This design comes from an exercise in tuning for small area and a short achievable clock period on the open sky130 flow, not from production work.
The RTL was checked by simulation tests, not by an equivalence proof against the original design.
No activity file was given, so power comes from the tool's default toggle rates.

### design/flow/design.v
package ofdm_subcarrier_mapper_pkg;
   localparam int SAMPLE_W = 16;
   localparam int LFSR_W   = 7;
   localparam logic signed [SAMPLE_W-1:0] PILOT_AMP_DEF = 16'sh5A82;
   localparam logic [LFSR_W-1:0] LFSR_SEED = 7'h7F;
   localparam logic [LFSR_W-1:0] LFSR_TAPS = 7'b100_1000;
   typedef enum logic [1:0] {
      SC_NULL  = 2'd0,
      SC_PILOT = 2'd1,
      SC_DATA  = 2'd2
   } sc_type_e;
   typedef enum logic {
      RD_IDLE = 1'b0,
      RD_RUN  = 1'b1
   } rd_state_e;
   typedef struct packed {
      logic signed [SAMPLE_W-1:0] re;
      logic signed [SAMPLE_W-1:0] im;
   } sample_t;
endpackage
import ofdm_subcarrier_mapper_pkg::*;
module ofdm_pingpong_ram
#(
   parameter int DEPTH = 45,
   parameter int AW    = 6
)(
   input  logic                 clk,
   input  logic                 rst,
   input  logic                 wr_en,
   input  logic                 wr_bank,
   input  logic [AW-1:0]        wr_addr,
   input  logic [2*SAMPLE_W-1:0] wr_data,
   input  logic                 set_en,
   input  logic                 set_bank,
   input  logic [AW-1:0]        set_fill,
   input  logic                 clr_en,
   input  logic                 clr_bank,
   input  logic                 rd_bank,
   input  logic [AW-1:0]        rd_addr,
   output logic [2*SAMPLE_W-1:0] rd_data,
   output logic [1:0]           full,
   output logic [1:0][AW-1:0]   fill
);
   localparam int IDX_W = (DEPTH > 1) ? $clog2(DEPTH) : 1;
   logic [2*SAMPLE_W-1:0] mem0 [DEPTH];
   logic [2*SAMPLE_W-1:0] mem1 [DEPTH];
   logic [2*SAMPLE_W-1:0] rd_data_q;
   logic [1:0]          full_q, full_d;
   logic [1:0][AW-1:0]  fill_q, fill_d;
   logic [AW-1:0]       rd_addr_c;
   logic [IDX_W-1:0]    wr_idx, rd_idx;
   assign rd_addr_c = (rd_addr < AW'(DEPTH)) ? rd_addr : '0;
   assign rd_idx    = rd_addr_c[IDX_W-1:0];
   assign wr_idx    = wr_addr[IDX_W-1:0];
   always_ff @(posedge clk) begin
      if (wr_en && !wr_bank) mem0[wr_idx] <= wr_data;
      if (wr_en &&  wr_bank) mem1[wr_idx] <= wr_data;
   end
   always_comb begin
      full_d = full_q;
      fill_d = fill_q;
      for (int b = 0; b < 2; b++) begin
         if (set_en && (set_bank == 1'(b))) begin
            full_d[b] = 1'b1;
            fill_d[b] = set_fill;
         end else if (clr_en && (clr_bank == 1'(b))) begin
            full_d[b] = 1'b0;
         end
      end
   end
   always_ff @(posedge clk or posedge rst) begin
      if (rst) begin
         full_q    <= '0;
         fill_q    <= '0;
         rd_data_q <= '0;
      end else begin
         full_q    <= full_d;
         fill_q    <= fill_d;
         rd_data_q <= rd_bank ? mem1[rd_idx] : mem0[rd_idx];
      end
   end
   assign rd_data = rd_data_q;
   assign full    = full_q;
   assign fill    = fill_q;
endmodule
import ofdm_subcarrier_mapper_pkg::*;
module ofdm_subcarrier_mapper
#(
   parameter int                NFFT          = 64,
   parameter int                GUARD         = 6,
   parameter int                PILOT_SPACING = 8,
   parameter logic signed [SAMPLE_W-1:0] PILOT_AMP     = PILOT_AMP_DEF
)(
   input  logic                          clk,
   input  logic                          rst,
   input  logic                          QAM_EN,
   input  logic signed [SAMPLE_W-1:0]    QAM_DATA_RE,
   input  logic signed [SAMPLE_W-1:0]    QAM_DATA_IM,
   input  logic                          FLUSH,
   input  logic                          OUT_READY,
   output logic                          MAP_EN,
   output logic                          MAP_START,
   output logic                          MAP_END,
   output logic [$clog2(NFFT)-1:0]       MAP_IDX,
   output logic signed [SAMPLE_W-1:0]    MAP_RE,
   output logic signed [SAMPLE_W-1:0]    MAP_IM,
   output logic                          OVF
);
   localparam int IW     = $clog2(NFFT);
   function automatic logic [1:0] sc_type_l(input int k);
      if ((k == 0) || ((k >= NFFT/2 - GUARD) && (k < NFFT/2 + GUARD))) sc_type_l = SC_NULL;
      else if ((k % PILOT_SPACING) == 0) sc_type_l = SC_PILOT;
      else sc_type_l = SC_DATA;
   endfunction
   function automatic int count_data_l(input int dummy);
      int n;
      n = 0;
      for (int k = 0; k < NFFT; k++) begin
         if (sc_type_l(k) == SC_DATA) n = n + 1;
      end
      count_data_l = n;
   endfunction
   localparam int N_DATA = count_data_l(0);
   localparam int AW     = $clog2(N_DATA + 1);
   logic                 wr_en, set_en, clr_en;
   logic [AW-1:0]        set_fill, cnt_after;
   logic [2*SAMPLE_W-1:0] wr_data, rd_data;
   logic [1:0]           full;
   logic [1:0][AW-1:0]   fill;
   logic                 wbank_q, wbank_d;
   logic [AW-1:0]        wcnt_q, wcnt_d;
   logic                 ovf_q, ovf_d;
   logic                 state_q, state_d;
   logic [IW-1:0]        k_q, k_d;
   logic [AW-1:0]        dptr_q, dptr_d;
   logic                 rbank_q, rbank_d;
   logic                 done_q, done_d;
   logic                 map_en_q, map_en_d;
   logic                 map_start_q, map_start_d;
   logic                 map_end_q, map_end_d;
   logic [IW-1:0]        map_idx_q, map_idx_d;
   logic signed [SAMPLE_W-1:0] map_re_q, map_re_d;
   logic signed [SAMPLE_W-1:0] map_im_q, map_im_d;
   logic signed [SAMPLE_W-1:0] pilot_re;
   logic [1:0]           sc_k;
   assign wr_data = {QAM_DATA_RE, QAM_DATA_IM};
   ofdm_pingpong_ram #(
      .DEPTH (N_DATA),
      .AW    (AW)
   ) u_ram (
      .clk      (clk),
      .rst      (rst),
      .wr_en    (wr_en),
      .wr_bank  (wbank_q),
      .wr_addr  (wcnt_q),
      .wr_data  (wr_data),
      .set_en   (set_en),
      .set_bank (wbank_q),
      .set_fill (set_fill),
      .clr_en   (clr_en),
      .clr_bank (rbank_q),
      .rd_bank  (rbank_d),
      .rd_addr  (dptr_d),
      .rd_data  (rd_data),
      .full     (full),
      .fill     (fill)
   );
   always_comb begin
      wbank_d   = wbank_q;
      wcnt_d    = wcnt_q;
      ovf_d     = ovf_q;
      wr_en     = 1'b0;
      set_en    = 1'b0;
      set_fill  = '0;
      cnt_after = wcnt_q;
      if (QAM_EN) begin
         if (full[wbank_q]) begin
            ovf_d = 1'b1;
         end else begin
            wr_en     = 1'b1;
            cnt_after = wcnt_q + AW'(1);
         end
      end
      if (wr_en && (wcnt_q == AW'(N_DATA - 1))) begin
         set_en   = 1'b1;
         set_fill = AW'(N_DATA);
         wbank_d  = ~wbank_q;
         wcnt_d   = '0;
      end else if (FLUSH && (cnt_after != '0)) begin
         set_en   = 1'b1;
         set_fill = cnt_after;
         wbank_d  = ~wbank_q;
         wcnt_d   = '0;
      end else begin
         wcnt_d   = cnt_after;
      end
   end
   always_ff @(posedge clk or posedge rst) begin
      if (rst) begin
         wbank_q <= 1'b0;
         wcnt_q  <= '0;
         ovf_q   <= 1'b0;
      end else begin
         wbank_q <= wbank_d;
         wcnt_q  <= wcnt_d;
         ovf_q   <= ovf_d;
      end
   end
   logic [LFSR_W-1:0] lfsr_q, lfsr_d;
   always_comb begin
      lfsr_d = lfsr_q;
      if (map_en_q && OUT_READY &&
          (sc_type_l(32'(map_idx_q)) == SC_PILOT)) begin
         lfsr_d = {lfsr_q[LFSR_W-2:0], ^(lfsr_q & LFSR_TAPS)};
      end
      pilot_re = lfsr_d[LFSR_W-1] ? SAMPLE_W'(-PILOT_AMP) : PILOT_AMP;
   end
   always_ff @(posedge clk or posedge rst) begin
      if (rst) lfsr_q <= LFSR_SEED;
      else     lfsr_q <= lfsr_d;
   end
   assign sc_k = sc_type_l(32'(k_q));
   always_comb begin
      state_d     = state_q;
      k_d         = k_q;
      dptr_d      = dptr_q;
      rbank_d     = rbank_q;
      done_d      = done_q;
      map_en_d    = map_en_q;
      map_start_d = map_start_q;
      map_end_d   = map_end_q;
      map_idx_d   = map_idx_q;
      map_re_d    = map_re_q;
      map_im_d    = map_im_q;
      clr_en      = 1'b0;
      case (state_q)
         RD_IDLE: begin
            if (full[rbank_q]) begin
               state_d = RD_RUN;
               k_d     = '0;
               dptr_d  = '0;
               done_d  = 1'b0;
            end
         end
         RD_RUN: begin
            if (done_q) begin
               if (OUT_READY) begin
                  clr_en      = 1'b1;
                  rbank_d     = ~rbank_q;
                  dptr_d      = '0;
                  done_d      = 1'b0;
                  map_en_d    = 1'b0;
                  map_start_d = 1'b0;
                  map_end_d   = 1'b0;
                  map_idx_d   = '0;
                  map_re_d    = '0;
                  map_im_d    = '0;
                  if (full[~rbank_q]) begin
                     map_en_d    = 1'b1;
                     map_start_d = 1'b1;
                     k_d         = IW'(1);
                  end else begin
                     state_d = RD_IDLE;
                     k_d     = '0;
                  end
               end
            end else if (!map_en_q || OUT_READY) begin
               map_en_d    = 1'b1;
               map_idx_d   = k_q;
               map_start_d = (k_q == '0);
               map_end_d   = (k_q == IW'(NFFT - 1));
               map_re_d    = '0;
               map_im_d    = '0;
               case (sc_k)
                  SC_PILOT: map_re_d = pilot_re;
                  SC_DATA: begin
                     if (dptr_q < fill[rbank_q]) begin
                        map_re_d = rd_data[2*SAMPLE_W-1:SAMPLE_W];
                        map_im_d = rd_data[SAMPLE_W-1:0];
                     end
                     dptr_d = dptr_q + AW'(1);
                  end
                  default: ;
               endcase
               if (k_q == IW'(NFFT - 1)) done_d = 1'b1;
               else                      k_d    = k_q + IW'(1);
            end
         end
         default: state_d = RD_IDLE;
      endcase
   end
   always_ff @(posedge clk or posedge rst) begin
      if (rst) begin
         state_q     <= RD_IDLE;
         k_q         <= '0;
         dptr_q      <= '0;
         rbank_q     <= 1'b0;
         done_q      <= 1'b0;
         map_en_q    <= 1'b0;
         map_start_q <= 1'b0;
         map_end_q   <= 1'b0;
         map_idx_q   <= '0;
         map_re_q    <= '0;
         map_im_q    <= '0;
      end else begin
         state_q     <= state_d;
         k_q         <= k_d;
         dptr_q      <= dptr_d;
         rbank_q     <= rbank_d;
         done_q      <= done_d;
         map_en_q    <= map_en_d;
         map_start_q <= map_start_d;
         map_end_q   <= map_end_d;
         map_idx_q   <= map_idx_d;
         map_re_q    <= map_re_d;
         map_im_q    <= map_im_d;
      end
   end
   assign MAP_EN    = map_en_q;
   assign MAP_START = map_start_q;
   assign MAP_END   = map_end_q;
   assign MAP_IDX   = map_idx_q;
   assign MAP_RE    = map_re_q;
   assign MAP_IM    = map_im_q;
   assign OVF       = ovf_q;
endmodule
### design/flow/run.sh
#!/bin/bash
# synth_recipe.tcl (not shown) runs the flow's synth.tcl, then flattens the netlist and writes it again
# the make line also repeats each setting of config.mk as NAME=value (left out here)
make -C /OpenROAD-flow-scripts/flow DESIGN_CONFIG=/design/flow/config.mk WORK_HOME=/design/flow/orfs CLKGATE_MAP_FILE= SYNTH_SCRIPT=/design/flow/synth_recipe.tcl finish
### design/flow/config.mk
export PLATFORM = sky130hd
export DESIGN_NAME = ofdm_subcarrier_mapper
export DESIGN_NICKNAME = ofdm_subcarrier_mapper
export VERILOG_FILES = /design/flow/design.v
export SDC_FILE = /design/flow/constraint.sdc
export NUM_CORES = 4
export LEC_CHECK = 0
export CAP_MARGIN = 20
export CORE_MARGIN = 2
export CORE_UTILIZATION = 40
export SLEW_MARGIN = 20
### design/flow/constraint.sdc
create_clock -name core_clock -period 10.0 [get_ports {clk}]
set_input_delay 2.0000 -clock core_clock [delete_from_list [all_inputs] [get_ports {clk}]]
set_output_delay 2.0000 -clock core_clock [all_outputs]
set_load 0.01 [all_outputs]
==> impl_metrics.tcl <==
set metrics [dict create \
    cts_tree "yes" \
    period_share 0.8182 \
    hp-class "reg2reg" \
    drt-wirelength-per-cell_um 37.32 \
    met1_usage 0.3845 \
    yosys.area_share.xor_xnor 0.0008928 \
    syn_inst 7760 \
    grt_pass1_vias 73100 \
    die_y_um 546.5 \
    cts_resized 0 \
    yosysTopAreaCell "edfxtp_1" \
    final-hold-violation-count 0 \
    synth_top_family_by_area "compound AO/OA/AOI/OAI gates" \
    antenna_found_initial 68 \
    ir_worst_vdd_uv 507.6 \
    critPathMaxFanout 75 \
    fmax_mhz 122.2 \
    cts_setup_buffers 0 \
    power_frac_seq 0.304 \
    power.internal_uw 26130 \
    use_met2 0.4264 \
    slowest_stage "nand4_1" \
    route.detailed.drc 0 \
    synth-compound-area-share 0.1201 \
    synth_ff_type "edfxtp_1" \
    worstSetupEndpointType "flop" \
    area_growth_pct 14.89 \
    dpl.hpwl_mm 262.8 \
    syn-cell-area_um2 117700 \
    routed_wirelength_mm 453.3 \
    dp.cells 11540 \
    synth.avg_cell_area_um2 15.17 \
    place_area_um2 125000 \
    slowest_delay_ns 0.77 \
    path_clk_slew_ns 0.06 \
    switching_share 0.4446 \
    syn-num-nets 7808 \
    yosys_warnings 2 \
    combPwrFrac 0.448 \
    slew_headroom 0.1611 \
    synth-async-reset-ratio 0.03904 \
    design_area_um2 135200 \
    powerDensity_nw_per_um2 347.8 \
    rsz0062_at_grt "no" \
    synth.area.mux_share 0.02706 \
    grt_max_degree 155 \
    critical_path_class "in2reg" \
    synth_cell_types 94 \
    synth_seq_cells 2997 \
    top_usage_layer "met2" \
    yosysTopAreaCellShare 0.7347 \
    clkPwrFrac 0.248 \
    drive_gt1_frac 0.1293 \
    fin_cells 12150 \
    slew_viol_final 0 \
    holdBufCountCts 0 \
    cellLeakagePower_uw 0.04397 \
    synthSimpleGateAreaFrac 0.06869 \
    cts_buffers 326 \
    yosysSeqAreaShare 0.7596 \
    fp.dieW_um 546.5 \
    fin_tns_setup_ns 0 \
    synthAdderAreaFrac 0.001169 \
    status "finished clean" \
    core_area_um2 293300 \
    fin_skew_ns 0.07537 \
    power.switching_uw 20910 \
    drtAntennaViolNets 0 \
    cts-root-buf "clkbuf_16" \
    via_per_inst 6.512 \
    critPathRequiredTime_ns 10.88 \
    tightest_slew_ns 1.257 \
    cts.path.max_buffers 4 \
    gr-usage-met3 0.1083 \
    via_count 79090 \
    htreeDepth 5 \
    ys_top_cells_by_area "edfxtp_1, nand2_1, dfrtp_1, mux2i_1, a21oi_1" \
    path_cells "clkdlybuf4s50_1, nor2b_1, or4b_1, or3_1, o211a_2, nor2_8, inv_2, a211oi_4, buf_12, nor3_4, buf_4, a22oi_1, nand4_1, and4_1, a41oi_1" \
    num_rows 199 \
    start_util 0.4013 \
    synth-edff-count 2880 \
    clk_latency_ns 0.97 \
    die_area_um2 298700 \
    drt-pass1-iter-count 6 \
    grt_use_total 0.2943 \
    final_nets 8003 \
    maxCapViolCount 0 \
    io_buffer_count 78 \
    drt_iter0_drc 13660 \
    startpoint_type "input port" \
    finalSetupViolCount 0 \
    routabilityCongestion 0.9655 \
    period_minus_slack_ns 8.182 \
    grt_pass1_wl_mm 613.3 \
    clock_sinks 2997 \
    worstPathArrival_ns 9.06 \
    grt_overflow_total 0 \
    ios 79 \
]
sequential cells by signal (all words and copies together), names as in the netlist:
name,flops
u_ram.mem0,1440
u_ram.mem1,1440
u_ram.rd_data_q,32
map_im_q,16
map_re_q,16
u_ram.fill_q,12
lfsr_q,7
dptr_q,6
k_q,6
map_idx_q,6
wcnt_q,6
u_ram.full_q,2
done_q,1
map_en_q,1
map_end_q,1
map_start_q,1
ovf_q,1
rbank_q,1
state_q,1
wbank_q,1
path summary, 6_finish.rpt:
check | from | slack [ns] | cells past startpoint | end
worst min register to register | ovf_q | 0.46 | 1 | ovf_q
min in group asynchronous | rst | 1.58 | 2 | map_re_q[4]
max in group asynchronous | rst | 6.76 | 3 | u_ram.rd_data_q[21]
worst max register to register | k_q[0] | 2.80 | 16 | u_ram.rd_data_q[7]
worst min-delay path | ovf_q | 0.46 | 1 | ovf_q
worst max-delay path | OUT_READY | 1.82 | 15 | u_ram.rd_data_q[7]
Yosys cell counts (43+ instances only):
cell type and instances:
a211o_1 43, a211oi_1 158, a21oi_1 388, a221oi_1 61, a22oi_1 83, a31oi_1 144, buf_1 70, buf_2 194
clkbuf_1 264, dfrtp_1 110, edfxtp_1 2880, mux2i_1 262, nand2_1 1026, nand3_1 218, nand4_1 52, nor2_1 309
nor3_1 54, o211ai_1 125, o21ai_0 208, o221ai_1 182, o22ai_1 100, o2bb2ai_1 64, or3_1 72
per-layer routing:
layer	wire, um	part of all wire	vias to the layer above
li1	-	-	31140
met1	162800	0.36	40160
met2	194100	0.43	6540
met3	68570	0.15	1205
met4	27330	0.060	44
met5	501	0.0011	-
final cells by class:
| type | instances | area, um^2 |
|---|---|---|
| fill | 25310 | 158100 |
| sequential | 2997 | 89420 |
| multi-input combinational | 4173 | 26810 |
| clock buffer | 432 | 8987 |
| tap | 3919 | 4903 |
| timing repair buffer | 433 | 3777 |
| clock inverter | 136 | 1159 |
| inverter | 24 | 105.1 |
| antenna | 32 | 80.08 |
cell families after synthesis:
| logic type | Yosys count |
|---|---|
| fa+ha+maj | 11 |
| compound gates | 1981 |
| xor+xnor | 12 |
| flops | 2997 |
| buf+inv | 590 |
| mux | 306 |
| simple gates | 1863 |
power by group through the flow:
| stage | combinational, uW | sequential (uW) | clock [uW] |
|---|---|---|---|
| 5_1_grt | 21300 | 14300 | 12100 |
| 6_report | 21100 | 14300 | 11600 |
| 4_1_cts | 20200 | 14300 | 11700 |
| 3_3_place_gp | 19900 | 14600 | 0 |
| 2_1_floorplan | 10300 | 14300 | 0 |
| 3_5_place_dp | 20100 | 14500 | 0 |
cells in the final DEF, fill, tap and decap left out, types with 21 or more instances in the layout:
cell type	netlist	routed
nor3_1	54	47
clkbuf_16	0	335
nand3_1	218	216
a32oi_1	42	42
o22ai_1	100	99
o2111a_1	38	38
nor2_1	309	209
o211a_1	39	39
a31oi_1	144	140
clkbuf_1	264	73
o221ai_1	182	182
o21ai_0	208	201
a21oi_1	388	382
or3_1	72	70
buf_12	0	30
a211oi_1	158	155
clkdlybuf4s50_1	0	46
a21o_1	32	32
edfxtp_1	2880	2880
clkinv_1	0	60
a221oi_1	61	61
a41oi_1	21	21
clkbuf_8	0	24
mux2i_1	262	262
mux2_2	37	37
diode_2	0	32
o31ai_1	23	22
dfrtp_1	110	110
o211ai_1	125	125
buf_4	26	350
nand2_1	1026	1022
nand2b_1	23	23
and3_1	36	36
nand4_1	52	52
a211o_1	43	43
clkinv_2	0	45
o2bb2ai_1	64	64
a22o_1	28	28
a22oi_1	83	83
nor2_4	0	97
stage by stage:
step	setup slack [ns]	hold slack (ns)	power, uW	util
floorplan	4.693	0.4426	24660	-
global placement	0.7851	0.4451	34470	0.4255
detailed placement	1.118	0.4513	34630	0.4261
CTS	2.110	0.4649	46130	0.4607
global route	1.896	0.4987	47730	0.4608
finish	1.818	0.4564	47040	0.4611
critical path, delay by kind of cell:
| family | cells | cell delay, ns |
|---|---|---|
| and+or+nand+nor | 7 | 3.27 |
| buffers and inverters | 4 | 1.91 |
| AOI/OAI and AO/OA | 4 | 1.67 |

[afterwards: timing with drivers on the ports]
No port has a modelled driver above. Below, the same layout with a new extraction and two added sets of constraints. Step 1 assumes that a clkbuf_16 drives the clock port and a buf_2 every other input. Step 2 times the ports against the registers' clock, not the clock port: input delays grow and output delays shrink by t, the midpoint of the rising clock arrivals with the driver on. Slacks: ideal ports / drivers / drivers and shift; pairs: ideal ports / drivers.
shift t [ns]: 1.046
setup slack, ns: 1.818 / 1.894 / 0.848
worst setup path after step 2: input to register
slew at the worst register clock pin (ns): 0.06 / 0.06
worst data-port slew with drivers (ns): 0.19
After both steps setup and hold are still met in this run. The setup slack of this run moves by +0.076 ns with the drivers and by -0.970 ns with both steps.
